Background: an optimization exercise with open tools, aiming at small area. Do not read the settings as production practice. Function was checked by simulation only, so behaviour that the tests miss may differ from the original. Power and IR drop assume default switching activity.

[flow/config.mk]
export PLATFORM = sky130hd
export DESIGN_NAME = ifu_top
export DESIGN_NICKNAME = ifu_top
export VERILOG_FILES = /design/flow/design.v
export SDC_FILE = /design/flow/constraint.sdc
export NUM_CORES = 4
export LEC_CHECK = 0
export CAP_MARGIN = 20
export CORE_MARGIN = 2
export CORE_UTILIZATION = 40
export CTS_BUF_LIST = sky130_fd_sc_hd__clkbuf_16
export CTS_CLUSTER_DIAMETER = 100
export CTS_CLUSTER_SIZE = 28
export SLEW_MARGIN = 20
[flow/constraint.sdc]
create_clock -name core_clock -period 6.0 [get_ports {clk}]
set_input_delay 1.2000 -clock core_clock [delete_from_list [all_inputs] [get_ports {clk}]]
set_output_delay 1.2000 -clock core_clock [all_outputs]
set_load 0.01 [all_outputs]
[flow/design.v]
package fetch_pkg;
	localparam int ROB_TAG_W = 3;  
	localparam int BHT_IDX_W = 4;  
	typedef logic [31:0]          xlen_t;
	typedef logic [4:0]           reg_idx_t;
	typedef logic [ROB_TAG_W-1:0] rob_tag_t;
	typedef logic [BHT_IDX_W-1:0] bht_idx_t;
	localparam logic [6:0] OPC_LUI    = 7'h37;
	localparam logic [6:0] OPC_AUIPC  = 7'h17;
	localparam logic [6:0] OPC_JAL    = 7'h6f;
	localparam logic [6:0] OPC_JALR   = 7'h67;
	localparam logic [6:0] OPC_BRANCH = 7'h63;
	localparam logic [6:0] OPC_LOAD   = 7'h03;
	localparam logic [6:0] OPC_STORE  = 7'h23;
	localparam logic [6:0] OPC_OP     = 7'h33;  
	localparam logic [6:0] OPC_OP_IMM = 7'h13;  
	typedef enum logic [2:0] {
		ic_alu,
		ic_load,
		ic_store,
		ic_branch,
		ic_jal,
		ic_jalr,
		ic_lui_auipc
	} inst_class_e;
	typedef struct packed {
		xlen_t       pc;
		xlen_t       inst;
		inst_class_e cls;
		reg_idx_t    rd;      
		xlen_t       imm;     
		xlen_t       target;  
		logic        taken;   
	} q_entry_t;
	typedef struct packed {
		q_entry_t entry;
		rob_tag_t tag;
	} issue_entry_t;
endpackage
module fetch_ctrl (
	input  logic clk,
	input  logic rst,
	input  logic flush,
	input  logic mem_ack,
	input  logic queue_full,
	output logic mem_req,
	output logic fetch_done
);
	typedef enum logic [1:0] {
		st_idle,          
		st_wait_ack,      
		st_wait_release,  
		st_discard        
	} state_e;
	state_e state, state_nxt;
	logic can_start;
	assign can_start = !mem_ack && (!queue_full || flush);
	always_comb begin
		state_nxt = state;
		case (state)
			st_idle: begin
				if (can_start)
					state_nxt = st_wait_ack;  
			end
			st_wait_ack: begin
				if (mem_ack)
					state_nxt = st_wait_release;  
				else if (flush)
					state_nxt = st_discard;  
			end
			st_discard: begin
				if (mem_ack)
					state_nxt = st_wait_release;
			end
			st_wait_release: begin
				if (!mem_ack)
					state_nxt = st_idle;
			end
			default: state_nxt = st_idle;
		endcase
	end
	always_ff @(posedge clk) begin
		if (rst)
			state <= st_idle;
		else
			state <= state_nxt;
	end
	assign mem_req = (state == st_wait_ack) || (state == st_discard);
	assign fetch_done = (state == st_wait_ack) && mem_ack && !flush;
endmodule
module pc_gen #(
	parameter logic [31:0] RESET_PC = '0
) (
	input  logic     clk,
	input  logic     rst,
	input  logic     flush,
	input  fetch_pkg::xlen_t    flush_pc,
	input  logic     fetch_done,
	input  fetch_pkg::xlen_t    inst,       
	input  logic     bht_taken,  
	output fetch_pkg::xlen_t    pc
);
	logic is_jal, is_br;
	fetch_pkg::xlen_t step, pc_next;
	assign is_jal = inst[6:0] == fetch_pkg::OPC_JAL;
	assign is_br  = inst[6:0] == fetch_pkg::OPC_BRANCH;
	always_comb begin
		if (is_jal)
			step = {{11{inst[31]}}, inst[31], inst[19:12], inst[20], inst[30:21], 1'b0};
		else if (is_br && bht_taken)
			step = {{19{inst[31]}}, inst[31], inst[7], inst[30:25], inst[11:8], 1'b0};
		else
			step = 32'd4;
	end
	assign pc_next = pc + step;
	always_ff @(posedge clk) begin
		if (rst)
			pc <= RESET_PC;
		else if (flush)
			pc <= flush_pc;  
		else if (fetch_done)
			pc <= pc_next;
	end
endmodule
module inst_decode (
	input  fetch_pkg::xlen_t    inst,
	output logic [2:0]          cls,
	output fetch_pkg::reg_idx_t rd,
	output fetch_pkg::xlen_t    imm
);
	logic [6:0] opcode;
	assign opcode = inst[6:0];
	always_comb begin
		rd  = inst[11:7];
		cls = fetch_pkg::ic_alu;
		imm = {{20{inst[31]}}, inst[31:20]};  
		case (opcode)
			fetch_pkg::OPC_LOAD: cls = fetch_pkg::ic_load;
			fetch_pkg::OPC_STORE: begin
				cls = fetch_pkg::ic_store;
				rd  = '0;
				imm = {{20{inst[31]}}, inst[31:25], inst[11:7]};
			end
			fetch_pkg::OPC_BRANCH: begin
				cls = fetch_pkg::ic_branch;
				rd  = '0;
				imm = {{19{inst[31]}}, inst[31], inst[7],
					inst[30:25], inst[11:8], 1'b0};
			end
			fetch_pkg::OPC_JAL: begin
				cls = fetch_pkg::ic_jal;
				imm = {{11{inst[31]}}, inst[31], inst[19:12],
					inst[20], inst[30:21], 1'b0};
			end
			fetch_pkg::OPC_JALR: cls = fetch_pkg::ic_jalr;
			fetch_pkg::OPC_LUI, fetch_pkg::OPC_AUIPC: begin
				cls = fetch_pkg::ic_lui_auipc;
				imm = {inst[31:12], 12'b0};  
			end
			default: cls = fetch_pkg::ic_alu;  
		endcase
	end
endmodule
module inst_queue #(
	parameter int QUEUE_DEPTH = 8
) (
	input  logic        clk,
	input  logic        rst,
	input  logic        flush,
	input  logic        push,
	input  logic [31:0] push_inst,
	input  logic        push_bht,
	input  logic        pop,
	output logic [31:0] head_inst,
	output logic        head_bht,
	output logic        head_jal,  
	output logic        head_br,   
	output logic        empty,
	output logic        full
);
	localparam int RING  = QUEUE_DEPTH - 1;
	localparam int CNT_W = $clog2(QUEUE_DEPTH + 1);
	logic [32:0] ring [0:RING-1];  
	logic [32:0] head_q, ring_out, head_d;
	logic [CNT_W-1:0] count;  
	logic do_push, one, head_load, head_from_ring, ring_push;
	assign empty   = count == '0;
	assign one     = count == CNT_W'(1);
	assign full    = count == CNT_W'(QUEUE_DEPTH);
	assign do_push = push && !full;
	assign {head_bht, head_inst} = head_q;
	assign ring_out = ring[count - CNT_W'(2)];  
	assign head_d   = head_from_ring ? ring_out : {push_bht, push_inst};
	assign head_from_ring = pop && !one;
	assign head_load      = head_from_ring || (do_push && (empty || (pop && one)));
	assign ring_push      = do_push && !empty && !(pop && one);
	always_ff @(posedge clk) begin
		if (rst || flush)
			count <= '0;
		else if (do_push && !pop)
			count <= count + 1'b1;
		else if (pop && !do_push)
			count <= count - 1'b1;
	end
	always_ff @(posedge clk) begin
		if (head_load) begin
			head_q   <= head_d;
			head_jal <= head_d[6:0] == fetch_pkg::OPC_JAL;
			head_br  <= head_d[6:0] == fetch_pkg::OPC_BRANCH;
		end
		if (ring_push) begin
			ring[0] <= {push_bht, push_inst};
			for (int i = 1; i < RING; i++)
				ring[i] <= ring[i-1];
		end
	end
endmodule
module issue_router (
	input  logic         clk,
	input  logic         rst,
	input  logic         flush,
	input  fetch_pkg::xlen_t        fetch_pc,
	input  logic         empty,
	input  logic [31:0]  head_inst,
	input  logic         head_bht,
	input  logic         head_jal,
	input  logic         head_br,
	input  logic         rob_full,
	input  logic         slb_full,
	input  logic         rs_full,
	output logic         pop,
	output logic         issue_valid,
	output logic         issue_to_slb,
	output fetch_pkg::issue_entry_t issue_entry
);
	fetch_pkg::rob_tag_t tag_cnt;  
	fetch_pkg::xlen_t    head_pc;  
	logic [2:0]          cls;
	fetch_pkg::reg_idx_t rd;
	fetch_pkg::xlen_t    imm, target, pc_plus4, pc_next;
	logic                is_jal, is_br, taken, target_full;
	inst_decode u_dec (.inst(head_inst), .cls, .rd, .imm);
	assign is_jal = head_jal;
	assign is_br  = head_br;
	assign taken  = is_jal || (is_br && head_bht);
	assign pc_plus4 = head_pc + 32'd4;
	fetch_pkg::xlen_t offset;
	always_comb begin
		if (is_jal)
			offset = {{11{head_inst[31]}}, head_inst[31], head_inst[19:12], head_inst[20],
				head_inst[30:21], 1'b0};
		else if (is_br)
			offset = {{19{head_inst[31]}}, head_inst[31], head_inst[7], head_inst[30:25],
				head_inst[11:8], 1'b0};
		else
			offset = 32'd4;
	end
	assign target   = head_pc + offset;
	assign pc_next  = taken ? target : pc_plus4;
	assign issue_to_slb = (cls == fetch_pkg::ic_load) || (cls == fetch_pkg::ic_store);
	assign target_full  = issue_to_slb ? slb_full : rs_full;
	assign issue_valid = !empty && !rob_full && !target_full;
	assign pop         = issue_valid;
	assign issue_entry = {head_pc, head_inst, cls, rd, imm, target, taken, tag_cnt};
	always_ff @(posedge clk) begin
		if (rst || flush)
			tag_cnt <= '0;  
		else if (issue_valid)
			tag_cnt <= tag_cnt + 1'b1;  
	end
	always_ff @(posedge clk) begin
		if (empty)
			head_pc <= fetch_pc;
		else if (issue_valid)
			head_pc <= pc_next;
	end
endmodule
module ifu_top #(
	parameter int    QUEUE_DEPTH = 8,
	parameter logic [31:0] RESET_PC    = '0
) (
	input  logic         clk,
	input  logic         rst,
	input  logic         flush,
	input  fetch_pkg::xlen_t        flush_pc,
	output logic         mem_req,
	output fetch_pkg::xlen_t        mem_addr,
	input  logic         mem_ack,
	input  fetch_pkg::xlen_t        mem_data,
	output fetch_pkg::bht_idx_t     bht_idx,
	input  logic         bht_taken,
	input  logic         rob_full,
	input  logic         slb_full,
	input  logic         rs_full,
	output logic         issue_valid,
	output logic         issue_to_slb,
	output fetch_pkg::issue_entry_t issue_entry
);
	logic     fetch_done, queue_full, queue_empty, queue_pop;
	fetch_pkg::xlen_t    pc;
	logic [31:0] head_inst;
	logic        head_bht, head_jal, head_br;
	assign mem_addr = pc;  
	assign bht_idx  = mem_data[fetch_pkg::BHT_IDX_W+1:2];
	fetch_ctrl u_ctrl (.clk, .rst, .flush, .mem_ack, .queue_full,
		.mem_req, .fetch_done);
	pc_gen #(.RESET_PC(RESET_PC)) u_pc (.clk, .rst, .flush, .flush_pc,
		.fetch_done, .inst(mem_data), .bht_taken, .pc);
	inst_queue #(.QUEUE_DEPTH(QUEUE_DEPTH)) u_q (.clk, .rst, .flush,
		.push(fetch_done), .push_inst(mem_data), .push_bht(bht_taken),
		.pop(queue_pop), .head_inst, .head_bht, .head_jal, .head_br,
		.empty(queue_empty), .full(queue_full));
	issue_router u_iss (.clk, .rst, .flush, .fetch_pc(pc),
		.empty(queue_empty), .head_inst, .head_bht, .head_jal, .head_br, .rob_full, .slb_full,
		.rs_full, .pop(queue_pop), .issue_valid, .issue_to_slb, .issue_entry);
endmodule
[flow/flow/run.sh]
#!/bin/bash
# The standard layout with two changes to how it is made:
#  - synthesis maps logic with an area-oriented ABC script (flow/abc_area.script);
#    everything else in synthesis, registers included, is the standard one
#  - plain buf_1 cells as the port buffers (every port still gets its own buffer)
set -euo pipefail
here=$(pwd)
rm -rf "$here/scripts_abc"
cp -r "$FLOW_HOME/scripts" "$here/scripts_abc"
cp "$here/flow/abc_area.script" "$here/scripts_abc/abc_speed.script"
export BUFFER_PORTS_ARGS="-buffer_cell sky130_fd_sc_hd__buf_1"
bash standard.sh SCRIPTS_DIR="$here/scripts_abc" synth > synth.log 2>&1
bash standard.sh finish > layout.log 2>&1
[flow/flow/abc_area.script]
&get -n
&st
&syn2
&dc2
&dch
&nf -R 1000
&put
topo
dnsize -c
[flow/standard.sh]
#!/bin/bash
# synth_recipe.tcl (not shown) runs the flow's synth.tcl, then flattens the netlist and writes it again
# the make line also repeats each setting of config.mk as NAME=value (left out here)
make -C /OpenROAD-flow-scripts/flow DESIGN_CONFIG=/design/flow/config.mk WORK_HOME=/design/flow/orfs CLKGATE_MAP_FILE= SYNTH_SCRIPT=/design/flow/synth_recipe.tcl "${@:-finish}"
==> results.toml, run 1 <==
[status]
status = "complete, no violations"

[yosys]
synth.distinct_cells = 54
yosysTopAreaCell = "edfxtp_1"
ys_ff_latch = 339
synthCells = 1400
async_reset_ff_share_pct = 0
synth_edf_count = 298
syn-num-nets = 1545
ys_top_cells_by_area = "edfxtp_1 (55%), ha_1 (5.4%), dfxtp_1 (5.0%)"
avgSynthCellArea_um2 = 11.7
syn-cell-area_um2 = 16400
seq_area_frac_synth_pct = 59.6
synth_top_area_share_pct = 54.6
synth_warnings = 6
synth_ff_type = "edfxtp_1"

[route]
met3WireLength_um = 3450
vias = 13198
top_layer_used = "met4"
wl_per_cell_um = 23.4
met2WireLength_um = 24200
drc = 0
first_pass_iters = 6
wirelength_um = 52500
drt.antenna.violating_nets = 0
wl_met1_um = 23200
vias_per_cell = 5.88
drtIter0Drc = 1342

[clocking]
clk_latency_ns = 0.54
root_buffer = "clkbuf_16"
hold_buffers = 0
cts_buffer_depth = 3
htree_levels = 1
numCtsBuffers = 17
cts_sinks = 339
clkSlewWorstSetupHoldPaths_ns = 0.12
cts_tree = "yes"

[timing]
hold_violations = 0
hold_ws_ns = 0.435
setup_violations = 0
finalCritPeriodShare_pct = 95.1
grt_setup_unrepaired = "no"
tightest_slew_ns = 1.03
period_minus_slack_ns = 5.71
maxSlewHeadroom_pct = 31.0
finClkSkew_ns = 0.0263
max_freq_mhz = 175
drv_slew = 0

[placed_design]
io_buffer_count = 250
placed_area_um2 = 18500
gp_congestion = 0.917
place_hpwl_um = 38000

[floorplan]
dieArea_um2 = 42600
die-height_um = 206
core_area_um2 = 40600
initial_core_util_pct = 40.3
fp.dieW_um = 206
row_count = 74
io_pins = 251

[global_routing]
grt_pass1_wl_um = 77500
grt_max_degree = 54
grt.total_usage_pct = 24.2
antenna_found_initial = 0
grt_pass1_vias = 12408
grt-ovfl-total = 0

[final_layout]
num-nets-final = 1852
final_cell_mix = "edfxtp_1 (298), buf_1 (250), nand2_1 (161)"
n_fill_cell = 3819
n_antenna_cell = 0
drive_gt1_share_pct = 5.55
design_area_um2 = 19100
final_common_cell = "edfxtp_1"
syn_to_final_growth_pct = 16.3

[worst_hold_path]
worstHoldStart = "u_q.ring[5][21]$_DFFE_PP_"
min_delay_worst_endpoint = "u_q.ring[6][21]$_DFFE_PP_"
hp-class = "reg2reg"
whs_path_depth = 0

[worst_setup_path]
reg2reg_from = "u_q.head_q[6]$_DFFE_PP_"
r2r.worst_path.cells = 13
crit_path_start = "u_q.head_br$_DFFE_PP_"
worstSetupPathType = "reg2out"
setup.worst_path.start_class = "flip-flop"
r2r-end = "u_q.head_br$_DFFE_PP_"
cp_max_fo = 5
cp_data_arrival_time_ns = 4.51
cp.required_ns = 4.80
critPathCaptureType = "output port"
reg2reg_setup_slack_ns = 1.49

[power_and_ir_drop]
pwr-share-comb_pct = 16.8
p_int_uw = 3450
pwr-share-seq_pct = 56.0
clockPowerShare_pct = 27.3
p_total_uw = 4910
power_switching_uw = 1460
ir_drop_mv = 0.172
cellPowerDensity_nw_per_um2 = 258
switching_share_pct = 29.7
p_leak_uw = 0.00665

[run]
drv_cap = 0
state kept, by name (all words and copies together), names as in the netlist:
register / count
u_iss.head_pc: 32
u_pc.pc: 32
u_q.count: 4
u_q.head_br: 1
u_iss.tag_cnt: 3
u_q.head_q: 33
u_q.head_jal: 1
u_ctrl.state: 2
u_q.ring: 231
routing by layer:
| layer | GRT usage, % | vias to the layer above |
|---|---|---|
| li1 | - | 6106 |
| met1 | 34.4 | 6482 |
| met2 | 38.9 | 538 |
| met3 | 3.09 | 72 |
| met4 | 6.71 | 0 |
| met5 | 0 | - |
through the flow:
stage               std cells  TNS [ns]  setup slack [ns]  util, %
floorplan                1400   -595.26             -2.58        -
global placement         2218         0             0.458     45.5
detailed placement       2218         0             0.281     45.5
CTS                      2242         0            0.0679     46.7
global route             2244         0            0.0120     46.9
finish                   2244         0             0.293     46.9
worst max-delay path: stages, from the launching register on:
cell and delay (ns):
edfxtp_1 0.47, nor2b_4 0.18, a22o_1 0.22, ha_1 0.21, fa_1 0.41, a21o_1 0.20, a21oi_1 0.21, o21ai_1 0.14
nand3_1 0.10, nand2_1 0.10, nand3_1 0.10, nand2_1 0.08, nand3_1 0.13, nand2_1 0.10, clkinv_1 0.06, o221ai_1 0.16
a21oi_1 0.30, nor3_2 0.10, nand4_1 0.11, nand3b_1 0.10, xor2_1 0.29, buf_1 0.19
cell families after synthesis:
family / synth area share (%)
AOI/OAI and AO/OA: 18.0
DFF: 59.6
adders and majority gates: 5.66
xor gates and xnor gates: 3.85
buffers and inverters: 1.08
muxes: 0.183
and+or+nand+nor: 11.6
synthesized netlist by cell type, drive strengths merged (17+ instances only):
library cell	number
a211oi	19
nor3	28
a21oi	129
a222oi	33
dfxtp	41
nor2b	33
o22ai	19
nand3	51
xnor2	33
o21ai	118
nand2	164
a21o	17
a221o	17
xor2	39
nor2	88
edfxtp	298
a221oi	23
a22oi	20
clkinv	32
ha	71
power by group through the flow:
stage	logic (µW)	registers, µW	clock network [µW]
2_1_floorplan	446	2790	0
4_1_cts	810	2750	1370
5_1_grt	897	2760	1440
3_3_place_gp	801	2800	0
3_5_place_dp	804	2800	0
6_report	823	2750	1340
cell type report:
cell class / instances / area (µm²) / area share, %
Clock buffer: 17 / 425 / 2.23
Clock inverter: 7 / 73.8 / 0.387
Inverter: 32 / 120 / 0.630
Multi-Input combinational cell: 1021 / 6640 / 34.8
Sequential cell: 339 / 9770 / 51.3
Tap cell: 532 / 666 / 3.49
Timing Repair Buffer: 296 / 1360 / 7.15
what timing repair did:
action | in CTS | in global routing
pin swaps | 0 | 1
resized for setup | 1 | 11
buffers inserted | 0 | 1
setup endpoints to repair | 2 | 10
gates cloned | 0 | 0
worst max path at each step:
stage | end | depth (start not counted)
floorplan | u_q.ring[0][0]$_DFFE_PP_ | 4
global placement | u_pc.pc[25]$_SDFFE_PP0N_ | 22
detailed placement | u_pc.pc[25]$_SDFFE_PP0N_ | 22
CTS | issue_entry[32] | 17
global route | issue_entry[33] | 21
finish | issue_entry[33] | 21
==> inputs of run 2 (changes only) <==
==> flow/flow/abc_area.script (replaced) <==
&get -n
&st
&syn2
&dc2
&syn2
&dc2
&dch
&nf -R 1000
&put
topo
dnsize -c
==> results.toml, run 2 <==
[yosys]
synth_warnings = 6
synthCells = 1348
ys_top_cells_by_area = "edfxtp_1 (55%), ha_1 (5.5%), dfxtp_1 (5.1%)"
synth_ff_type = "edfxtp_1"
syn-cell-area_um2 = 16100
yosysTopAreaCell = "edfxtp_1"
async_reset_ff_share_pct = 0
seq_area_frac_synth_pct = 60.6
avgSynthCellArea_um2 = 12.0
synth_top_area_share_pct = 55.5
syn-num-nets = 1493
synth_edf_count = 298
synth.distinct_cells = 51
ys_ff_latch = 339
ys_top_cells_by_count = "edfxtp_1 (298), nand2_1 (137), a21oi_1 (131), o21ai_0 (104), ha_1 (71)"
yosysMostFrequentCell = "edfxtp_1"

[global_routing]
grt-ovfl-total = 0
grt.total_usage_pct = 24.5
grt_pass1_vias = 12634
grt_max_degree = 232
grt_pass1_wl_um = 77900
antenna_found_initial = 3

[floorplan]
io_pins = 251
row_count = 73
fp.dieW_um = 205
initial_core_util_pct = 40.6
die-height_um = 205
core_area_um2 = 39700
dieArea_um2 = 41900

[placed_design]
gp_congestion = 0.885
place_hpwl_um = 36700
io_buffer_count = 250
placed_cells = 2201

[route]
vias = 13271
wl_per_cell_um = 23.1
first_pass_iters = 5
drc = 0
vias_per_cell = 5.82
drtIter0Drc = 1373
drt.antenna.violating_nets = 0
wirelength_um = 52700

[clocking]
clk_latency_ns = 0.53
clkSlewWorstSetupHoldPaths_ns = 0.11
root_buffer = "clkbuf_16"
cts_sinks = 339
cts_buffer_depth = 3
cts_tree = "yes"
htree_levels = 1
hold_buffers = 0
numCtsBuffers = 17

[power_and_ir_drop]
p_total_uw = 4950
cellPowerDensity_nw_per_um2 = 252
p_leak_uw = 0.00702
ir_drop_mv = 0.149

[final_layout]
final_common_cell = "edfxtp_1"
final_cell_mix = "edfxtp_1 (298), buf_1 (239), buf_4 (132)"
num-nets-final = 1893
regMostFlops = "u_q.ring"
layout.cells.non_filler = 2279
largest_reg_flops = 231
drive_gt1_share_pct = 14.0
top_regs = "u_q.ring x231, u_q.head_q x33"
syn_to_final_growth_pct = 21.9

[timing]
setup_violations = 2
fin_ws_ns = -0.0287
fin_tns_setup_ns = -0.0411
drv_slew = 0
finalCritPeriodShare_pct = 100
period_minus_slack_ns = 6.03
hold_violations = 0
max_freq_mhz = 166
hold_ws_ns = 0.444
grt_setup_unrepaired = "yes"
tightest_slew_ns = 1.01
finClkSkew_ns = 0.0198
maxSlewHeadroom_pct = 32.4

[status]
status = "complete, but fails checks"
so.violations = "setup timing"

[worst_setup_path]
setup.worst_path.start_class = "flip-flop"
critPathSlowestCell = "edfxtp_1"
cp_top_family = "compound AO/OA/AOI/OAI gates"
max_stage_delay_ns = 0.46
crit_top_cell = "buf_4"
critPathCaptureType = "output port"
cp.required_ns = 4.80
worstPathBufferInverterCount = 9
cp_max_fo = 4
worstSetupPathType = "reg2out"
cp_data_arrival_time_ns = 4.83

[worst_hold_path]
hp-class = "reg2reg"

[run]
drv_cap = 0
==> run 2: cell count changes after synthesis, moves of 7 or more <==
cell and change:
a22oi_1 +36, nor2_1 -33, nand2_1 -27, nand3_1 +18, a222oi_1 -14, o21ai_0 -14, xor2_1 -12, nand4_1 -10
o21bai_1 +10, a21o_1 -7, a221oi_1 -7
==> run 2: routing by layer <==
| layer | vias up | GRT usage, % | share of wire (%) | wire [µm] |
|---|---|---|---|---|
| li1 | 6095 | - | - | - |
| met1 | 6550 | 35.0 | 44 | 23000 |
| met2 | 546 | 38.8 | 46 | 24400 |
| met3 | 78 | 3.80 | 7.4 | 3890 |
| met4 | 2 | 6.68 | 2.7 | 1410 |
| met5 | - | 0 | 0.023 | 12 |
==> run 2: per-stage QoR <==
stage / setup slack [ns] / instance area, µm² / util, %
finish: -0.0287 / 19700 / 49.5
floorplan: -2.13 / 16200 / -
global route: -0.277 / 19700 / 49.5
detailed placement: -0.320 / 18400 / 46.4
CTS: -0.0584 / 19400 / 48.9
global placement: -0.236 / 18400 / 46.4
==> run 2: kinds of logic (layout without fill, tap and decap cells) <==
group | after synthesis | in the layout | share of synthesized area (%)
compound gates | 455 | 455 | 18.2
xor+xnor | 55 | 55 | 2.99
fa+ha+maj | 73 | 73 | 5.76
buf+inv | 44 | 449 | 1.19
flops | 339 | 339 | 60.6
mux | 3 | 3 | 0.186
other cells | 0 | 1 | 0
simple gates | 379 | 379 | 11.1
==> run 2: final timing paths <==
check | from | to | slack [ns] | cells past startpoint
worst min register to register | u_q.ring[3][8]$_DFFE_PP_ | u_q.ring[4][8]$_DFFE_PP_ | 0.44 | 0
worst max register to register | u_q.head_jal$_DFFE_PP_ | u_iss.head_pc[19]$_DFFE_PP_ | 1.07 | 31
worst max-delay path | u_q.head_jal$_DFFE_PP_ | issue_entry[23] | -0.03 | 29
worst min-delay path | u_q.ring[3][8]$_DFFE_PP_ | u_q.ring[4][8]$_DFFE_PP_ | 0.44 | 0
==> run 2: area by class of cell <==
class	instances	area [µm²]
antenna	1	2.50
timing repair buffer	389	2050
clock buffer	17	425
fill	3674	20100
sequential	339	9770
tap	525	657
clock inverter	7	66.3
multi-input combinational	965	6560
inverter	36	140
==> run 2: worst register-to-register path, delay by kind of cell (launching register included) <==
kind / cells / cell delay (ns)
adders and majority gates: 2 / 0.54
AOI/OAI and AO/OA: 10 / 1.62
xor gates and xnor gates: 1 / 0.14
buffers and inverters: 10 / 1.29
DFF: 1 / 0.46
and+or+nand+nor: 8 / 0.66
==> run 2: power by group <==
group	switching [µW]	internal (µW)	total, µW	leakage [µW]
clock network	780	536	1320	0.000240
logic	535	356	892	0.00368
registers	118	2630	2740	0.00310
total	1430	3520	4950	0.00702
==> run 2: repair_timing <==
| action | in CTS | in global routing |
|---|---|---|
| pin swaps | 29 | 36 |
| gates cloned | 0 | 0 |
| setup endpoints to repair | 10 | 21 |
| resized for setup | 48 | 36 |
| setup buffers | 42 | 14 |
==> inputs of run 3 (changes only) <==
--- a/flow/config.mk
+++ b/flow/config.mk
@@ -7,7 +7,7 @@
 export LEC_CHECK = 0
 export CAP_MARGIN = 20
 export CORE_MARGIN = 2
-export CORE_UTILIZATION = 40
+export CORE_UTILIZATION = 60
 export CTS_BUF_LIST = sky130_fd_sc_hd__clkbuf_16
 export CTS_CLUSTER_DIAMETER = 100
 export CTS_CLUSTER_SIZE = 28
==> results.toml, run 3 <==
[final_layout]
largest_reg_flops = 231
final_cell_mix = "edfxtp_1 (298), buf_1 (242), nand2_1 (126)"
top_regs = "u_q.ring x231, u_q.head_q x33"
final_common_cell = "edfxtp_1"
regMostFlops = "u_q.ring"
layout.cells.non_filler = 2065
num-nets-final = 1856
n_fill_cell = 1955
design_area_um2 = 19100
drive_gt1_share_pct = 11.1
syn_to_final_growth_pct = 18.5

[route]
drt.antenna.violating_nets = 0
wl_per_cell_um = 23.7
vias = 13439
vias_per_cell = 6.51
wirelength_um = 49000
drc = 0
drtIter0Drc = 1615
first_pass_iters = 6

[global_routing]
grt_pass1_vias = 12692
grt_pass1_wl_um = 72200
grt_max_degree = 97
grt.total_usage_pct = 33.5
grt-ovfl-total = 0
antenna_found_initial = 2

[worst_setup_path]
cp_top_family = "simple AND/OR/NAND/NOR gates"
cp_max_fo = 4
worstPathBufferInverterCount = 2
max_stage_delay_ns = 0.49
setup.worst_path.start_class = "flip-flop"
cp_data_arrival_time_ns = 4.80
cp.required_ns = 4.80
crit_top_cell = "nand2_2"
worstSetupPathType = "reg2out"
critPathCaptureType = "output port"
critPathSlowestCell = "edfxtp_1"

[clocking]
clk_latency_ns = 0.53
clkSlewWorstSetupHoldPaths_ns = 0.11
numCtsBuffers = 16
root_buffer = "clkbuf_16"
cts_sinks = 339
cts_tree = "yes"
cts_buffer_depth = 3
hold_buffers = 0
htree_levels = 1

[yosys]
synth_warnings = 6
syn-cell-area_um2 = 16100
synth_ff_type = "edfxtp_1"
synth_edf_count = 298
ys_top_cells_by_area = "edfxtp_1 (55%), ha_1 (5.5%), dfxtp_1 (5.1%)"
seq_area_frac_synth_pct = 60.6
synth_top_area_share_pct = 55.5
async_reset_ff_share_pct = 0
ys_ff_latch = 339
synth.distinct_cells = 51
synthCells = 1348
yosysTopAreaCell = "edfxtp_1"
syn-num-nets = 1493
ys_top_cells_by_count = "edfxtp_1 (298), nand2_1 (137), a21oi_1 (131), o21ai_0 (104), ha_1 (71)"
avgSynthCellArea_um2 = 12.0
yosysMostFrequentCell = "edfxtp_1"

[status]
so.violations = "setup timing"
status = "complete, but fails checks"

[power_and_ir_drop]
p_total_uw = 4900
ir_drop_mv = 0.166
cellPowerDensity_nw_per_um2 = 257
p_leak_uw = 0.00686

[placed_design]
gp_congestion = 0.979
place_hpwl_um = 33900
placed_area_um2 = 18100
placed_cells = 1999
io_buffer_count = 250

[timing]
finalCritPeriodShare_pct = 100
setup_violations = 1
fin_ws_ns = -0.00213
hold_violations = 0
max_freq_mhz = 167
tightest_slew_ns = 1.10
maxSlewHeadroom_pct = 25.8
drv_slew = 0
period_minus_slack_ns = 6.00
grt_setup_unrepaired = "yes"
finClkSkew_ns = 0.0272

[run]
drv_cap = 0

[floorplan]
fp.dieW_um = 168
dieArea_um2 = 28200
io_pins = 251
initial_core_util_pct = 60.5
core_area_um2 = 26700
row_count = 60
die-height_um = 168

[worst_hold_path]
hp-class = "reg2reg"
==> run 3: per-stage QoR <==
stage / TNS (ns) / util (%) / hold WS, ns / setup slack (ns)
global placement: 0 / 67.8 / 0.421 / 0.0292
global route: -1.21 / 71.7 / 0.458 / -0.271
finish: -0.00213 / 71.7 / 0.447 / -0.00213
floorplan: -491.57 / - / 0.421 / -2.13
CTS: 0 / 70.8 / 0.447 / 0.00471
detailed placement: -0.226 / 67.8 / 0.428 / -0.0871
==> run 3: path summary, 6_finish.rpt <==
path	startpoint	end	depth (start not counted)	slack, ns
max reg2reg	u_q.head_jal$_DFFE_PP_	u_iss.head_pc[25]$_DFFE_PP_	32	1.31
min	u_q.ring[0][30]$_DFFE_PP_	u_q.ring[1][30]$_DFFE_PP_	0	0.45
min reg2reg	u_q.ring[0][30]$_DFFE_PP_	u_q.ring[1][30]$_DFFE_PP_	0	0.45
max	u_q.head_jal$_DFFE_PP_	issue_entry[33]	31	-0.002
==> run 3: cell type report <==
cell class                      count  area [µm²]  share of cell area, %
Sequential cell                   339        9770                   51.1
Clock inverter                     11        87.6                  0.458
Inverter                           36         140                  0.734
Antenna cell                        3        7.51                 0.0393
Timing Repair Buffer              353        1760                   9.22
Multi-Input combinational cell    965        6480                   33.9
Tap cell                          341         427                   2.23
Clock buffer                       17         425                   2.23
==> run 3: routing by layer <==
metal / up-vias / GRT usage, % / wire (µm)
met4: 0 / 13.1 / 1790
li1: 6051 / - / -
met1: 6504 / 45.2 / 19300
met2: 769 / 53.3 / 22800
met5: - / 0 / 0
met3: 115 / 7.71 / 5070
==> run 3: what timing repair did <==
action,4_1_cts,5_1_grt
pin swaps,13,15
endpoints found under the setup margin,10,14
endpoints found under the hold margin,0,0
resized for setup,27,41
buffers inserted,24,11
==> run 3: cell families after synthesis <==
logic type,synth area share [%]
AND/OR/NAND/NOR,11.1
XOR/XNOR,2.99
multiplexers,0.186
adder cells (fa/ha/maj),5.76
AO/OA/AOI/OAI,18.2
buffers and inverters,1.19
flip-flops,60.6
==> run 3: power by group <==
group,internal (µW),switching [µW]
sequential,2630,107
clock,574,755
combinational,321,519
==> inputs of run 4 (changes only) <==
==> flow/flow/abc_area.script (replaced) <==
&get -n
&st
&dc2
&syn2
&dch
&nf -R 1000
&put
topo
dnsize -c
==> results.toml, run 4 <==
[status]
status = "complete, no violations"

[route]
first_pass_iters = 6
drt.antenna.violating_nets = 0
wl_per_cell_um = 22.8
vias = 12913
drtIter0Drc = 1423
wirelength_um = 46300
vias_per_cell = 6.37
drc = 0

[timing]
drv_slew = 0
setup_violations = 0
max_freq_mhz = 172
finalCritPeriodShare_pct = 96.9
tightest_slew_ns = 1.06
finClkSkew_ns = 0.0221
hold_violations = 0
fin_ws_ns = 0.187
hold_ws_ns = 0.455
maxSlewHeadroom_pct = 28.9
grt_setup_unrepaired = "yes"
period_minus_slack_ns = 5.81
fin_tns_setup_ns = 0

[yosys]
synth_ff_type = "edfxtp_1"
async_reset_ff_share_pct = 0
synth_top_area_share_pct = 55.0
ys_top_cells_by_area = "edfxtp_1 (55%), ha_1 (5.5%), dfxtp_1 (5.0%)"
yosysTopAreaCell = "edfxtp_1"
synth_edf_count = 298
synth_warnings = 6
seq_area_frac_synth_pct = 60.1
ys_ff_latch = 339
synth.distinct_cells = 50
syn-cell-area_um2 = 16300
avgSynthCellArea_um2 = 11.9
ys_top_cells_by_count = "edfxtp_1 (298), nand2_1 (169), nor2_1 (114), a21oi_1 (113), o21ai_0 (84)"
yosysMostFrequentCell = "edfxtp_1"
synthCells = 1369
syn-num-nets = 1514

[worst_setup_path]
cp_data_arrival_time_ns = 4.61
critPathCaptureType = "output port"
crit_top_cell = "buf_4"
reg2reg_setup_slack_ns = 1.58
r2r.worst_path.cells = 23
max_stage_delay_ns = 0.42
reg2reg_from = "u_q.head_br$_DFFE_PP_"
critPathSlowestCell = "edfxtp_1"
worstSetupPathType = "reg2out"
r2r-end = "u_iss.head_pc[24]$_DFFE_PP_"
cp_top_family = "compound AO/OA/AOI/OAI gates"
setup.worst_path.start_class = "flip-flop"
worstPathBufferInverterCount = 5
cp.required_ns = 4.80
crit_chain = "nor2b_4 > buf_4 > a21oi_2 > ha_1 > a21o_1 > a21oi_2 > o21ai_2 > a21o_1 > a21oi_2 > nor2_1 > a211oi_2 > buf_4 > o21ai_2 > a41oi_2 > nor3_2 > a2111oi_2 > buf_4 > nor2_2 > nor2b_2 > buf_4 > o21ai_0 > xor2_1 > buf_1"
cp_max_fo = 4

[power_and_ir_drop]
p_leak_uw = 0.00666
ir_drop_mv = 0.200
p_int_uw = 3440
pwr-share-comb_pct = 16.5
pwr-share-seq_pct = 57.5
clockPowerShare_pct = 26.0
power_switching_uw = 1320
switching_share_pct = 27.7
cellPowerDensity_nw_per_um2 = 255

[global_routing]
use_met2_pct = 49.5
grt_pass1_wl_um = 69400
grt_use_met3_pct = 5.24
grt_max_degree = 128
grt.total_usage_pct = 31.7
use_met1_pct = 46.3
antenna_found_initial = 1
grt_busiest_layer = "met2"
grt-ovfl-total = 0
grt_pass1_vias = 11995

[final_layout]
num-nets-final = 1826
top_regs = "u_q.ring x231, u_q.head_q x33"
drive_gt1_share_pct = 6.77
regMostFlops = "u_q.ring"
syn_to_final_growth_pct = 14.8
final_cell_mix = "edfxtp_1 (298), buf_1 (248), nand2_1 (167)"
largest_reg_flops = 231
final_common_cell = "edfxtp_1"
design_area_um2 = 18700
n_antenna_cell = 0

[clocking]
htree_levels = 1
numCtsBuffers = 16
hold_buffers = 0
clkSlewWorstSetupHoldPaths_ns = 0.11
clk_latency_ns = 0.52
cts_buffer_depth = 3
cts_tree = "yes"
cts_sinks = 339
root_buffer = "clkbuf_16"

[placed_design]
placed_area_um2 = 17900
dp_worst_setup_slack_ns = 0.0560
place_hpwl_um = 32900
gp_congestion = 1.02
io_buffer_count = 250

[floorplan]
initial_core_util_pct = 60.7
dieArea_um2 = 28400
fp.dieW_um = 169
row_count = 60
core_area_um2 = 26800
io_pins = 251
die-height_um = 169

[worst_hold_path]
whs_path_depth = 0
hp-class = "reg2reg"
worstHoldStart = "u_q.ring[5][22]$_DFFE_PP_"
min_delay_worst_endpoint = "u_q.ring[6][22]$_DFFE_PP_"

[run]
drv_cap = 0
## run 4: cell count changes after synthesis, moves of 20 or more
cell,delta
nand3_1,-24
nor2_1,+59
nand2_1,+32
xnor2_1,+23
a21o_1,+21
o21ai_0,-20
## run 4: worst max-delay path by stage
stage          slack (ns)  cells after the start                        to             startpoint
2_1_floorplan       -2.63                      4  u_q.ring[0][0]$_DFFE_PP_                mem_ack
3_3_place_gp         0.15                     22           issue_entry[35]  u_q.head_br$_DFFE_PP_
3_5_place_dp         0.06                     23           issue_entry[34]  u_q.head_br$_DFFE_PP_
4_1_cts             0.006                     22           issue_entry[35]  u_q.head_br$_DFFE_PP_
5_1_grt             -0.05                     23           issue_entry[28]  u_q.head_br$_DFFE_PP_
6_report             0.19                     23           issue_entry[28]  u_q.head_br$_DFFE_PP_
## run 4: power by group through the flow
| stage | clock network, µW | logic (µW) | registers (µW) |
|---|---|---|---|
| 2_1_floorplan | 0 | 430 | 2790 |
| 3_3_place_gp | 0 | 730 | 2780 |
| 3_5_place_dp | 0 | 738 | 2780 |
| 4_1_cts | 1260 | 753 | 2730 |
| 5_1_grt | 1330 | 851 | 2750 |
| 6_report | 1240 | 784 | 2740 |
## run 4: repair_timing
| action | in CTS | in global routing |
|---|---|---|
| setup endpoints to repair | 10 | 11 |
| gates resized for setup | 18 | 26 |
| pin swaps | 7 | 19 |
| buffers inserted | 5 | 10 |
## run 4: logic make-up (layout without fill, tap and decap cells)
logic type	Yosys count	after routing	synth area share [%]
AOI/OAI and AO/OA	411	411	17.0
xor gates and xnor gates	84	84	4.53
adders and majority gates	73	73	5.71
buffers and inverters	35	351	0.970
DFF	339	339	60.1
muxes	2	2	0.123
and+or+nand+nor	425	425	11.6
## run 4: stage by stage
| step | cells | util [%] | power, µW |
|---|---|---|---|
| floorplan | 1369 | - | 3220 |
| global placement | 1989 | 67.0 | 3510 |
| detailed placement | 1989 | 67.0 | 3520 |
| CTS | 2016 | 69.0 | 4750 |
| global route | 2026 | 69.7 | 4930 |
| finish | 2026 | 69.7 | 4760 |
## run 4: final cells by class
type                            instances  area (µm²)
Inverter                               27         101
Clock inverter                          5        38.8
Multi-Input combinational cell        995        6560
Clock buffer                           17         425
Sequential cell                       339        9770
Timing Repair Buffer                  302        1350
Fill cell                            1983        8130
Tap cell                              341         427
## run 4: worst reg2reg max path: cells and delay by family (launching register included)
kind / cells / cell delay [ns]
AOI/OAI and AO/OA: 12 / 2.16
xor gates and xnor gates: 1 / 0.21
adders and majority gates: 1 / 0.25
buffers and inverters: 4 / 0.62
DFF: 1 / 0.42
and+or+nand+nor: 5 / 0.51
## run 4: per-layer routing
metal  wire [µm]  vias up
li1            -     5948
met3        4360       81
met4        1440        0
met1       19400     6167
met5           0        -
met2       21100      717
==> inputs of run 5 (changes only) <==
==> flow/flow/abc_area.script (replaced) <==
&get -n
&st
&syn2
&dc2
&dch
&nf -R 1000
&put
topo
dnsize -c
--- a/flow/config.mk
+++ b/flow/config.mk
@@ -5,10 +5,10 @@
 export SDC_FILE = /design/flow/constraint.sdc
 export NUM_CORES = 4
 export LEC_CHECK = 0
-export CAP_MARGIN = 20
+export CAP_MARGIN = 5
 export CORE_MARGIN = 2
 export CORE_UTILIZATION = 60
 export CTS_BUF_LIST = sky130_fd_sc_hd__clkbuf_16
 export CTS_CLUSTER_DIAMETER = 100
 export CTS_CLUSTER_SIZE = 28
-export SLEW_MARGIN = 20
+export SLEW_MARGIN = 5
==> results.toml, run 5 <==
[worst_setup_path]
setup.worst_path.start_class = "flip-flop"
cp_max_fo = 5
worstSetupPathType = "reg2out"
cp.required_ns = 4.80
max_stage_delay_ns = 0.51
cp_data_arrival_time_ns = 4.52
crit_chain = "nor2b_4 > a22o_1 > ha_1 > fa_1 > a21o_1 > a21oi_1 > o21ai_1 > nand3_1 > nand2_1 > nand3_1 > nand2_1 > nand3_1 > a31oi_1 > a21oi_2 > or3_1 > o211ai_1 > nand4_1 > nand2_1 > xnor2_1 > buf_1"
critPathCaptureType = "output port"
critPathSlowestCell = "edfxtp_1"
worstPathBufferInverterCount = 1
cp_top_family = "compound AO/OA/AOI/OAI gates"

[power_and_ir_drop]
switching_share_pct = 28.4
power_switching_uw = 1380
cellPowerDensity_nw_per_um2 = 259
clockPowerShare_pct = 27.2
ir_drop_mv = 0.242
pwr-share-seq_pct = 56.6
p_leak_uw = 0.00662
p_int_uw = 3470
pwr-share-comb_pct = 16.2

[route]
wl_met1_um = 19600
wl_per_cell_um = 23.5
wirelength_um = 48100
drc = 0
met2WireLength_um = 22200
top_layer_used = "met4"
drtIter0Drc = 1668
first_pass_iters = 6
drt.antenna.violating_nets = 0
met3WireLength_um = 4830
vias_per_cell = 6.58
vias = 13483

[clocking]
root_buffer = "clkbuf_16"
cts_buffer_depth = 3
clk_latency_ns = 0.53
clkSlewWorstSetupHoldPaths_ns = 0.11
numCtsBuffers = 16
htree_levels = 1
cts_sinks = 339
hold_buffers = 0
cts_tree = "yes"

[timing]
period_minus_slack_ns = 5.72
tightest_slew_ns = 1.12
grt_setup_unrepaired = "yes"
setup_violations = 0
maxSlewHeadroom_pct = 25.2
fin_tns_setup_ns = 0
finClkSkew_ns = 0.0260
fin_ws_ns = 0.285
drv_slew = 0
hold_violations = 0
finalCritPeriodShare_pct = 95.3
max_freq_mhz = 175

[final_layout]
design_area_um2 = 18700
layout.cells.non_filler = 2049
largest_reg_flops = 231
postLayoutCoreUtil_pct = 69.6
n_antenna_cell = 0
drive_gt1_share_pct = 5.09
regMostFlops = "u_q.ring"
syn_to_final_growth_pct = 14.2
top_regs = "u_q.ring x231, u_q.head_q x33"
final_cell_mix = "edfxtp_1 (298), buf_1 (250), nand2_1 (161)"
final_common_cell = "edfxtp_1"
num-nets-final = 1843

[yosys]
syn-num-nets = 1545
ys_ff_latch = 339
synth_edf_count = 298
avgSynthCellArea_um2 = 11.7
ys_top_cells_by_area = "edfxtp_1 (55%), ha_1 (5.4%), dfxtp_1 (5.0%)"
synth.distinct_cells = 54
async_reset_ff_share_pct = 0
yosysTopAreaCell = "edfxtp_1"
syn-cell-area_um2 = 16400
yosysMostFrequentCell = "edfxtp_1"
synth_top_area_share_pct = 54.6
synth_ff_type = "edfxtp_1"
seq_area_frac_synth_pct = 59.6
ys_top_cells_by_count = "edfxtp_1 (298), nand2_1 (164), a21oi_1 (129), o21ai_0 (118), nor2_1 (88)"
synth_warnings = 6
synthCells = 1400

[global_routing]
grt_max_degree = 50
grt_pass1_vias = 12473
grt-ovfl-total = 0
antenna_found_initial = 0
grt.total_usage_pct = 32.8
grt_pass1_wl_um = 72100

[status]
status = "complete, no violations"

[placed_design]
gp_congestion = 1.01
placed_area_um2 = 18100
place_hpwl_um = 33800
dp_worst_setup_slack_ns = 0.420
placed_cells = 2020
io_buffer_count = 250

[floorplan]
die-height_um = 169
io_pins = 251
core_area_um2 = 26900
dieArea_um2 = 28700
initial_core_util_pct = 61.0
row_count = 60
fp.dieW_um = 169

[run]
drv_cap = 0

[worst_hold_path]
hp-class = "reg2reg"
## run 5: final timing paths
| check | start | end | slack [ns] | cells past startpoint |
|---|---|---|---|---|
| worst max-delay path | u_q.head_br$_DFFE_PP_ | issue_entry[35] | 0.28 | 20 |
| worst min-delay path | u_q.ring[1][26]$_DFFE_PP_ | u_q.ring[2][26]$_DFFE_PP_ | 0.45 | 0 |
| worst min register to register | u_q.ring[1][26]$_DFFE_PP_ | u_q.ring[2][26]$_DFFE_PP_ | 0.45 | 0 |
| worst max register to register | u_q.head_q[6]$_DFFE_PP_ | u_q.head_br$_DFFE_PP_ | 1.45 | 12 |
## run 5: power by group through the flow
stage / logic, µW / clock network [µW] / registers, µW
floorplan: 446 / 0 / 2790
global placement: 756 / 0 / 2790
detailed placement: 765 / 0 / 2790
CTS: 770 / 1340 / 2740
global route: 851 / 1400 / 2750
finish: 787 / 1320 / 2740
## run 5: cells by family (layout without fill, tap and decap cells)
| family | after synthesis | in the layout | synth area share, % |
|---|---|---|---|
| compound gates | 455 | 455 | 18.0 |
| xor+xnor | 72 | 72 | 3.85 |
| fa+ha+maj | 73 | 73 | 5.66 |
| buf+inv | 40 | 348 | 1.08 |
| flops | 339 | 339 | 59.6 |
| mux | 3 | 3 | 0.183 |
| simple gates | 418 | 418 | 11.6 |
## run 5: final cells by class
cell class                 count  area [µm²]
sequential                   339        9770
fill                        2058        8160
multi-input combinational   1021        6650
timing repair buffer         288        1240
tap                          341         427
clock buffer                  17         425
inverter                      32         120
clock inverter                11        87.6
## run 5: routing by layer
metal	up-vias	GRT usage (%)
met5	-	0
met4	0	9.18
met3	97	4.71
met2	759	52.4
met1	6538	47.3
li1	6089	-
## run 5: stage by stage
step / hold slack (ns) / power (µW)
after floorplan: 0.421 / 3240
after global placement: 0.424 / 3550
after detailed placement: 0.428 / 3560
after CTS: 0.451 / 4850
after global routing: 0.459 / 5000
final: 0.448 / 4850
## run 5: timing repair
action,4_1_cts,5_1_grt
setup buffers,0,1
setup endpoints to repair,1,10
resized for setup,1,13
==> inputs of run 6 (changes only) <==
--- a/flow/config.mk
+++ b/flow/config.mk
@@ -5,10 +5,10 @@
 export SDC_FILE = /design/flow/constraint.sdc
 export NUM_CORES = 4
 export LEC_CHECK = 0
-export CAP_MARGIN = 5
+export CAP_MARGIN = 20
 export CORE_MARGIN = 2
 export CORE_UTILIZATION = 60
 export CTS_BUF_LIST = sky130_fd_sc_hd__clkbuf_16
 export CTS_CLUSTER_DIAMETER = 100
 export CTS_CLUSTER_SIZE = 28
-export SLEW_MARGIN = 5
+export SLEW_MARGIN = 20
==> results.toml, run 6 <==
[yosys]
ys_top_cells_by_area = "edfxtp_1 (55%), ha_1 (5.4%), dfxtp_1 (5.0%)"
yosysTopAreaCell = "edfxtp_1"
synth_edf_count = 298
ys_ff_latch = 339
yosysMostFrequentCell = "edfxtp_1"
synth.distinct_cells = 54
synthCells = 1400
syn-cell-area_um2 = 16400
synth_warnings = 6
ys_top_cells_by_count = "edfxtp_1 (298), nand2_1 (164), a21oi_1 (129), o21ai_0 (118), nor2_1 (88)"
async_reset_ff_share_pct = 0
synth_ff_type = "edfxtp_1"
avgSynthCellArea_um2 = 11.7
seq_area_frac_synth_pct = 59.6
syn-num-nets = 1545
synth_top_area_share_pct = 54.6

[final_layout]
syn_to_final_growth_pct = 14.2
n_fill_cell = 2058
regMostFlops = "u_q.ring"
n_antenna_cell = 0
layout.cells.non_filler = 2049
largest_reg_flops = 231
postLayoutCoreUtil_pct = 69.6
final_cell_mix = "edfxtp_1 (298), buf_1 (250), nand2_1 (161)"
num-nets-final = 1843
final_common_cell = "edfxtp_1"
multiInputGateArea_um2 = 6650
drive_gt1_share_pct = 5.09
regArea_um2 = 9770
top_regs = "u_q.ring x231, u_q.head_q x33"
design_area_um2 = 18700

[timing]
tightest_slew_ns = 1.12
grt_setup_unrepaired = "yes"
period_minus_slack_ns = 5.72
drv_slew = 0
max_freq_mhz = 175
finClkSkew_ns = 0.0260
maxSlewHeadroom_pct = 25.2
finalCritPeriodShare_pct = 95.3
setup_violations = 0
hold_violations = 0

[clocking]
numCtsBuffers = 16
cts_sinks = 339
cts_buffer_depth = 3
clkSlewWorstSetupHoldPaths_ns = 0.11
root_buffer = "clkbuf_16"
htree_levels = 1
clk_latency_ns = 0.53
cts_tree = "yes"

[route]
vias = 13483
wirelength_um = 48100
vias_per_cell = 6.58
drtIter0Drc = 1668
first_pass_iters = 6
drt.antenna.violating_nets = 0
drc = 0
wl_per_cell_um = 23.5

[worst_setup_path]
cp_data_arrival_time_ns = 4.52
worstSetupPathType = "reg2out"
critPathCaptureType = "output port"
setup.worst_path.start_class = "flip-flop"
cp.required_ns = 4.80
cp_max_fo = 5
reg2reg_setup_slack_ns = 1.45
crit_path_start = "u_q.head_br$_DFFE_PP_"
reg2reg_from = "u_q.head_q[6]$_DFFE_PP_"
r2r-end = "u_q.head_br$_DFFE_PP_"
r2r.worst_path.cells = 12

[global_routing]
grt.total_usage_pct = 32.8
grt_max_degree = 50
grt_pass1_wl_um = 72100
antenna_found_initial = 0
grt-ovfl-total = 0
grt_pass1_vias = 12473

[floorplan]
core_area_um2 = 26900
row_count = 60
dieArea_um2 = 28700
io_pins = 251
fp.dieW_um = 169
die-height_um = 169
initial_core_util_pct = 61.0

[status]
status = "complete, no violations"

[placed_design]
place_hpwl_um = 33800
placed_cells = 2020
placed_area_um2 = 18100
gp_congestion = 1.01
io_buffer_count = 250

[power_and_ir_drop]
ir_drop_mv = 0.242
p_leak_uw = 0.00662
cellPowerDensity_nw_per_um2 = 259

[worst_hold_path]
worstHoldStart = "u_q.ring[1][26]$_DFFE_PP_"
whs_path_depth = 0
hp-class = "reg2reg"
min_delay_worst_endpoint = "u_q.ring[2][26]$_DFFE_PP_"

[run]
drv_cap = 0
run 6: cell counts after synthesis:
Identical to the previous run, type by type.
run 6: layout make-up:
class	instances	share of cell area, %
clock buffers	17	2.27
clock inverters	11	0.468
inverters	32	0.642
multi-input cells	1021	35.5
flip-flops and latches	339	52.2
well taps	341	2.28
repair buffers	288	6.61
run 6: critical path, cell delays in order, from the launching register on:
cell      delay, ns
edfxtp_1       0.51
nor2b_4        0.20
a22o_1         0.22
ha_1           0.21
fa_1           0.40
a21o_1         0.20
a21oi_1        0.24
o21ai_1        0.15
nand3_1        0.11
nand2_1        0.08
nand3_1        0.09
nand2_1        0.10
nand3_1        0.13
a31oi_1        0.15
a21oi_2        0.24
or3_1          0.13
o211ai_1       0.16
nand4_1        0.15
nand2_1        0.09
xnor2_1        0.24
buf_1          0.18
run 6: cell families (layout without fill, tap and decap cells):
kind of cell	count (synthesis)	after routing	synth area share (%)
flip-flops	339	339	59.6
XOR/XNOR	72	72	3.85
adder cells (fa/ha/maj)	73	73	5.66
multiplexers	3	3	0.183
buffers and inverters	40	348	1.08
AND/OR/NAND/NOR	418	418	11.6
AO/OA/AOI/OAI	455	455	18.0
run 6: per-stage QoR:
stage / setup slack [ns] / setup TNS [ns] / hold WS (ns) / power [µW]
3_3_place_gp: 0.504 / 0 / 0.424 / 3550
5_1_grt: -0.00941 / -0.0137 / 0.459 / 5000
3_5_place_dp: 0.420 / 0 / 0.428 / 3560
4_1_cts: 0.0719 / 0 / 0.451 / 4850
2_1_floorplan: -2.58 / -595.26 / 0.421 / 3240
6_report: 0.285 / 0 / 0.448 / 4850
run 6: metal layers:
| layer | global-route usage, % | vias to the layer above | wire (µm) |
|---|---|---|---|
| met1 | 47.3 | 6538 | 19600 |
| met5 | 0 | - | 0 |
| met3 | 4.71 | 97 | 4830 |
| li1 | - | 6089 | - |
| met4 | 9.18 | 0 | 1440 |
| met2 | 52.4 | 759 | 22200 |
run 6: timing repair:
action | 4_1_cts | 5_1_grt
hold buffers | 0 | 0
setup buffers | 0 | 1
endpoints found under the setup margin | 1 | 10
hold endpoints to repair | 0 | 0
pin swaps | 0 | 0
gates cloned | 0 | 0
resized for setup | 1 | 13
run 6: worst max-delay path by stage:
stage	to	slack, ns	cells after the start
after floorplan	u_q.ring[0][0]$_DFFE_PP_	-2.58	4
after global placement	u_pc.pc[31]$_SDFFE_PP0N_	0.50	22
after detailed placement	u_pc.pc[31]$_SDFFE_PP0N_	0.42	22
after CTS	issue_entry[34]	0.07	18
after global routing	issue_entry[35]	-0.009	20
final	issue_entry[35]	0.28	20
run 6: report_power, final:
part           switching (µW)  leakage (µW)  internal [µW]  total, µW
combinational             515       0.00324            272        787
sequential                115       0.00310           2630       2740
clock                     746      0.000279            573       1320
==> inputs of run 7 (changes only) <==
==> flow/flow/abc_area.script (replaced) <==
&get -n
&st
&dc2
&syn2
&dch
&nf -R 1000
&put
topo
dnsize -c
--- a/flow/config.mk
+++ b/flow/config.mk
@@ -7,7 +7,7 @@
 export LEC_CHECK = 0
 export CAP_MARGIN = 20
 export CORE_MARGIN = 2
-export CORE_UTILIZATION = 60
+export CORE_UTILIZATION = 72
 export CTS_BUF_LIST = sky130_fd_sc_hd__clkbuf_16
 export CTS_CLUSTER_DIAMETER = 100
 export CTS_CLUSTER_SIZE = 28
==> results.toml, run 7 <==
[timing]
hold_ws_ns = 0.416
tightest_slew_ns = 1.21
maxSlewHeadroom_pct = 18.8
finalCritPeriodShare_pct = 98.3
setup_violations = 0
hold_violations = 0
finClkSkew_ns = 0.0501
drv_slew = 0
fin_ws_ns = 0.101
period_minus_slack_ns = 5.90
max_freq_mhz = 170

[clocking]
cts_buffer_depth = 3
root_buffer = "clkbuf_16"
cts_sinks = 339
clk_latency_ns = 0.55
numCtsBuffers = 16
clkSlewWorstSetupHoldPaths_ns = 0.12
hold_buffers = 0
htree_levels = 1
cts_tree = "yes"

[route]
vias_per_cell = 6.92
drt.antenna.violating_nets = 0
drc = 0
first_pass_iters = 9
wl_per_cell_um = 24.1
drtIter0Drc = 2050
vias = 13611
wirelength_um = 47400

[final_layout]
postLayoutCoreUtil_pct = 84.4
drive_gt1_share_pct = 6.64
final_common_cell = "edfxtp_1"
regMostFlops = "u_q.ring"
num-nets-final = 1822
n_fill_cell = 1198
largest_reg_flops = 231
syn_to_final_growth_pct = 14.3
design_area_um2 = 18600
final_cell_mix = "edfxtp_1 (298), buf_1 (246), nand2_1 (167)"
top_regs = "u_q.ring x231, u_q.head_q x33"

[worst_hold_path]
hp-class = "reg2reg"
worstHoldStart = "u_q.ring[4][20]$_DFFE_PP_"

[placed_design]
io_buffer_count = 250
placed_area_um2 = 17800
place_hpwl_um = 33000
gp_congestion = 0.943
dp_worst_setup_slack_ns = -0.0187

[floorplan]
row_count = 54
die-height_um = 154
core_area_um2 = 22000
initial_core_util_pct = 73.8
io_pins = 251
dieArea_um2 = 23800
fp.dieW_um = 154

[worst_setup_path]
cp_data_arrival_time_ns = 4.70
reg2reg_from = "u_q.head_jal$_DFFE_PP_"
cp.required_ns = 4.80
crit_path_start = "u_q.head_jal$_DFFE_PP_"
cp_max_fo = 14
critPathCaptureType = "output port"
setup.worst_path.start_class = "flip-flop"
worstSetupPathType = "reg2out"

[status]
status = "complete, no violations"

[power_and_ir_drop]
ir_drop_mv = 0.264
cellPowerDensity_nw_per_um2 = 259
p_leak_uw = 0.00669
p_total_uw = 4820

[yosys]
synth_top_area_share_pct = 55.0
synthCells = 1369
syn-cell-area_um2 = 16300
seq_area_frac_synth_pct = 60.1
syn-num-nets = 1514
ys_top_cells_by_count = "edfxtp_1 (298), nand2_1 (169), nor2_1 (114), a21oi_1 (113), o21ai_0 (84)"
yosysTopAreaCell = "edfxtp_1"
synth_ff_type = "edfxtp_1"
ys_ff_latch = 339
ys_top_cells_by_area = "edfxtp_1 (55%), ha_1 (5.5%), dfxtp_1 (5.0%)"
yosysMostFrequentCell = "edfxtp_1"
avgSynthCellArea_um2 = 11.9
synth.distinct_cells = 50
synth_edf_count = 298
async_reset_ff_share_pct = 0
synth_warnings = 6

[global_routing]
antenna_found_initial = 1
grt_pass1_vias = 12887
grt_max_degree = 135
grt.total_usage_pct = 38.8
grt-ovfl-total = 0
grt_pass1_wl_um = 71600

[run]
drv_cap = 0
[run 7: cell types whose count changed after synthesis, sizes merged, moves of 16 or more]
cell | before | now
a2111oi | 1 | 20
a21oi | 129 | 113
a221oi | 23 | 0
a22oi | 20 | 49
nor2 | 88 | 114
o21ai | 118 | 84
xnor2 | 33 | 51
[run 7: stage by stage]
step,TNS [ns],instances
6_report,0,1968
2_1_floorplan,-607.80,1369
3_3_place_gp,0,1923
5_1_grt,-0.227,1967
3_5_place_dp,-0.0187,1923
4_1_cts,0,1959
[run 7: worst paths after layout]
| path | end | slack, ns | depth (start not counted) |
|---|---|---|---|
| worst max-delay path | issue_entry[34] | 0.10 | 21 |
| worst min-delay path | u_q.ring[5][20]$_DFFE_PP_ | 0.42 | 0 |
| worst max register to register | u_iss.head_pc[30]$_DFFE_PP_ | 1.50 | 23 |
| worst min register to register | u_q.ring[5][20]$_DFFE_PP_ | 0.42 | 0 |
[run 7: layout make-up]
class	instances	area [µm²]	share of cell area (%)
multi-input cells	995	6550	35.2
well taps	280	350	1.88
clock buffers	16	400	2.15
flip-flops and latches	339	9770	52.6
repair buffers	298	1330	7.17
inverters	27	101	0.545
clock inverters	12	82.6	0.444
diodes	1	2.50	0.0135
[run 7: what timing repair did]
item / in CTS / in global routing
resized for setup: 23 / 21
gates cloned: 0 / 0
pin swaps: 6 / 14
endpoints found under the setup margin: 12 / 10
setup buffers: 8 / 8
[run 7: logic make-up after synthesis]
group           after synthesis  synth area share [%]
simple gates                425                  11.6
compound gates              411                  17.0
flops                       339                  60.1
xor+xnor                     84                  4.53
fa+ha+maj                    73                  5.71
buf+inv                      35                 0.970
mux                           2                 0.123
[run 7: power by group]
group / switching [µW] / total, µW / leakage [µW] / internal [µW]
registers: 112 / 2740 / 0.00310 / 2630
clock network: 760 / 1270 / 0.000266 / 510
logic: 515 / 805 / 0.00332 / 290
total: 1390 / 4820 / 0.00669 / 3430
[run 7: critical path, cell delays in order (launching register included)]
cell and delay [ns]:
edfxtp_1 0.50, buf_6 0.21, a22o_1 0.25, ha_1 0.35, a21oi_2 0.10, o21ai_2 0.19
a21o_1 0.17, a21oi_2 0.07, nor2_1 0.11, a211oi_1 0.05, buf_4 0.16, o21ai_2 0.19
a41oi_2 0.17, nor3_2 0.24, a2111oi_2 0.07, buf_4 0.16, nor2_2 0.16, nor2b_2 0.07
or3_1 0.39, o21ai_1 0.18, xor2_1 0.21, clkbuf_2 0.17
[run 7: routing by layer]
layer / track usage, % / part of all wire [%]
met1: 53.5 / 36
met2: 62.3 / 47
met3: 7.76 / 13
met4: 13.8 / 4.1
met5: 0 / 0.034
==> inputs of run 8 (changes only) <==
==> flow/flow/abc_area.script (replaced) <==
&get -n
&st
&syn2
&dc2
&dch
&nf -R 1000
&put
topo
dnsize -c
==> results.toml, run 8 <==
[timing]
drv_slew = 0
period_minus_slack_ns = 5.79
max_freq_mhz = 173
hold_violations = 0
fin_tns_setup_ns = 0
fin_ws_ns = 0.205
tightest_slew_ns = 1.08
grt_setup_unrepaired = "yes"
finalCritPeriodShare_pct = 96.6
maxSlewHeadroom_pct = 27.8
setup_violations = 0
finClkSkew_ns = 0.0156

[power_and_ir_drop]
ir_drop_mv = 0.250
cellPowerDensity_nw_per_um2 = 257
p_leak_uw = 0.00657

[yosys]
synth_warnings = 6
ys_ff_latch = 339
synth_top_area_share_pct = 54.6
ys_top_cells_by_area = "edfxtp_1 (55%), ha_1 (5.4%), dfxtp_1 (5.0%)"
synth.distinct_cells = 54
seq_area_frac_synth_pct = 59.6
avgSynthCellArea_um2 = 11.7
synth_edf_count = 298
syn-num-nets = 1545
synth_ff_type = "edfxtp_1"
ys_top_cells_by_count = "edfxtp_1 (298), nand2_1 (164), a21oi_1 (129), o21ai_0 (118), nor2_1 (88)"
syn-cell-area_um2 = 16400
async_reset_ff_share_pct = 0
synthCells = 1400
yosysTopAreaCell = "edfxtp_1"
yosysMostFrequentCell = "edfxtp_1"

[worst_setup_path]
cp_data_arrival_time_ns = 4.59
max_stage_delay_ns = 0.47
cp_max_fo = 5
reg2reg_setup_slack_ns = 1.10
reg2reg_from = "u_q.head_q[2]$_DFFE_PP_"
setup.worst_path.start_class = "flip-flop"
r2r-end = "u_q.head_br$_DFFE_PP_"
worstSetupPathType = "reg2out"
critPathSlowestCell = "edfxtp_1"
crit_chain = "nor2b_2 > a22o_1 > ha_1 > fa_1 > a21o_1 > a21oi_1 > o21ai_0 > nand3_1 > nand2_1 > nand3_1 > nand2_1 > nand3_1 > a31oi_1 > a21oi_1 > or3_1 > o211ai_1 > nand4_1 > nand2_1 > xnor2_1 > buf_1"
cp.required_ns = 4.80
critPathCaptureType = "output port"
r2r.worst_path.cells = 12

[final_layout]
num-nets-final = 1840
final_cell_mix = "edfxtp_1 (298), buf_1 (250), nand2_1 (161)"
final_common_cell = "edfxtp_1"
drive_gt1_share_pct = 4.59
top_regs = "u_q.ring x231, u_q.head_q x33"
syn_to_final_growth_pct = 13.4
regMostFlops = "u_q.ring"
largest_reg_flops = 231

[route]
vias = 13905
wirelength_um = 49400
drtIter0Drc = 2030
drc = 0
vias_per_cell = 7.00
first_pass_iters = 9
wl_per_cell_um = 24.9
drt.antenna.violating_nets = 0

[placed_design]
io_buffer_count = 250
dp_worst_setup_slack_ns = 0.466
place_hpwl_um = 35300
gp_congestion = 1.04

[floorplan]
core_area_um2 = 22500
initial_core_util_pct = 72.8
fp.dieW_um = 155
io_pins = 251
die-height_um = 155
row_count = 55
dieArea_um2 = 24000

[run]
drv_cap = 0

[global_routing]
antenna_found_initial = 0
grt_pass1_vias = 13112
grt_max_degree = 71
grt.total_usage_pct = 40.4
grt_pass1_wl_um = 74000
grt-ovfl-total = 0

[clocking]
clk_latency_ns = 0.52
cts_tree = "yes"
htree_levels = 1
clkSlewWorstSetupHoldPaths_ns = 0.11
root_buffer = "clkbuf_16"
cts_buffer_depth = 3
numCtsBuffers = 16
cts_sinks = 339
cts_setup_buffers = 0

[worst_hold_path]
hp-class = "reg2reg"
min_delay_worst_endpoint = "u_q.ring[1][31]$_DFFE_PP_"
worstHoldStart = "u_q.ring[0][31]$_DFFE_PP_"
whs_path_depth = 0

[status]
status = "complete, no violations"
run 8: worst max-delay path: cells and delay by family (launching register included):
| family | cells | cell delay, ns |
|---|---|---|
| fa+ha+maj | 2 | 0.62 |
| simple gates | 9 | 1.17 |
| xor+xnor | 1 | 0.21 |
| flops | 1 | 0.47 |
| compound gates | 7 | 1.45 |
| buf+inv | 1 | 0.17 |
run 8: cell families after synthesis:
family	synth area share, %
XOR/XNOR	3.85
adder cells (fa/ha/maj)	5.66
buffers and inverters	1.08
multiplexers	0.183
AND/OR/NAND/NOR	11.6
AO/OA/AOI/OAI	18.0
flip-flops	59.6
run 8: report_power, final:
| group | internal (µW) | switching, µW |
|---|---|---|
| clock | 526 | 708 |
| sequential | 2630 | 116 |
| combinational | 270 | 523 |
run 8: cell type report:
type	instances	area, µm²
flip-flops and latches	339	9770
multi-input cells	1021	6610
fillers	1277	3910
repair buffers	285	1250
clock buffers	17	425
well taps	285	357
inverters	32	120
clock inverters	6	48.8
diodes	1	2.50
run 8: stage by stage:
stage | std cells | total power [µW] | cell area, µm² | util [%] | hold WS (ns)
after floorplan | 1400 | 3240 | 16500 | - | 0.421
after global placement | 1961 | 3540 | 18100 | 80.4 | 0.422
after detailed placement | 1961 | 3560 | 18100 | 80.4 | 0.427
after CTS | 1984 | 4750 | 18600 | 82.5 | 0.451
after global routing | 1985 | 4910 | 18600 | 82.6 | 0.459
final | 1986 | 4770 | 18600 | 82.6 | 0.451
run 8: worst max path at each step:
stage | slack, ns | startpoint | endpoint | cells past startpoint
floorplan | -2.58 | mem_ack | u_q.ring[0][0]$_DFFE_PP_ | 4
global placement | 0.60 | mem_data[5] | u_pc.pc[31]$_SDFFE_PP0N_ | 22
detailed placement | 0.47 | mem_data[5] | u_pc.pc[31]$_SDFFE_PP0N_ | 22
CTS | 0.1 | u_q.head_jal$_DFFE_PP_ | issue_entry[34] | 18
global route | -0.05 | u_q.head_br$_DFFE_PP_ | issue_entry[34] | 18
finish | 0.21 | u_q.head_br$_DFFE_PP_ | issue_entry[35] | 20
run 8: timing repair:
action / 4_1_cts / 5_1_grt
endpoints found under the setup margin: 0 / 9
hold buffers: 0 / 0
gates resized for setup: 0 / 6
run 8: metal layers:
layer | up-vias | GRT usage, % | share of wire (%)
met5 | - | 0 | 0
met4 | 0 | 18.1 | 4.9
met3 | 185 | 8.52 | 13
met2 | 1099 | 65.6 | 47
met1 | 6544 | 53.1 | 36
li1 | 6077 | - | -

[re-timing with driven ports]
The flow's constraints put no driver on any port. The routed layouts listed below were extracted and timed again, unchanged, in two steps.
Step 1 assumes that a clkbuf_16 drives the clock port and a buf_2 every other input.
Step 2 times the ports against the registers' clock, not the clock port: input delays grow and output delays shrink by t, the midpoint of the rising clock arrivals with the driver on.
Three values: ideal, step 1, step 2; two values: the first two.
run	t (ns)	setup slack, ns	latest minus earliest clock arrival (ns)	worst register clock-pin slew, ns	worst data-port slew with drivers (ns)
run 1	0.574	0.293 / 0.241 / 0.218	0.028 / 0.029	0.12 / 0.12	0.06
run 2	0.574	-0.029 / -0.084 / -0.084	0.023 / 0.023	0.11 / 0.11	0.09
run 3	0.570	-0.002 / -0.054 / -0.022	0.027 / 0.027	0.12 / 0.12	0.08
run 4	0.561	0.187 / 0.135 / 0.216	0.023 / 0.023	0.11 / 0.11	0.07
run 5	0.572	0.285 / 0.232 / 0.306	0.027 / 0.028	0.11 / 0.11	0.05
run 6	0.572	0.285 / 0.232 / 0.306	0.027 / 0.028	0.11 / 0.11	0.05
run 7	0.575	0.101 / 0.051 / 0.049	0.058 / 0.057	0.12 / 0.12	0.06
run 8	0.562	0.205 / 0.154 / 0.286	0.018 / 0.018	0.11 / 0.11	0.07
The setup slack of run 1, which loses most, moves by -0.052 ns with the drivers and by -0.075 ns with both steps.
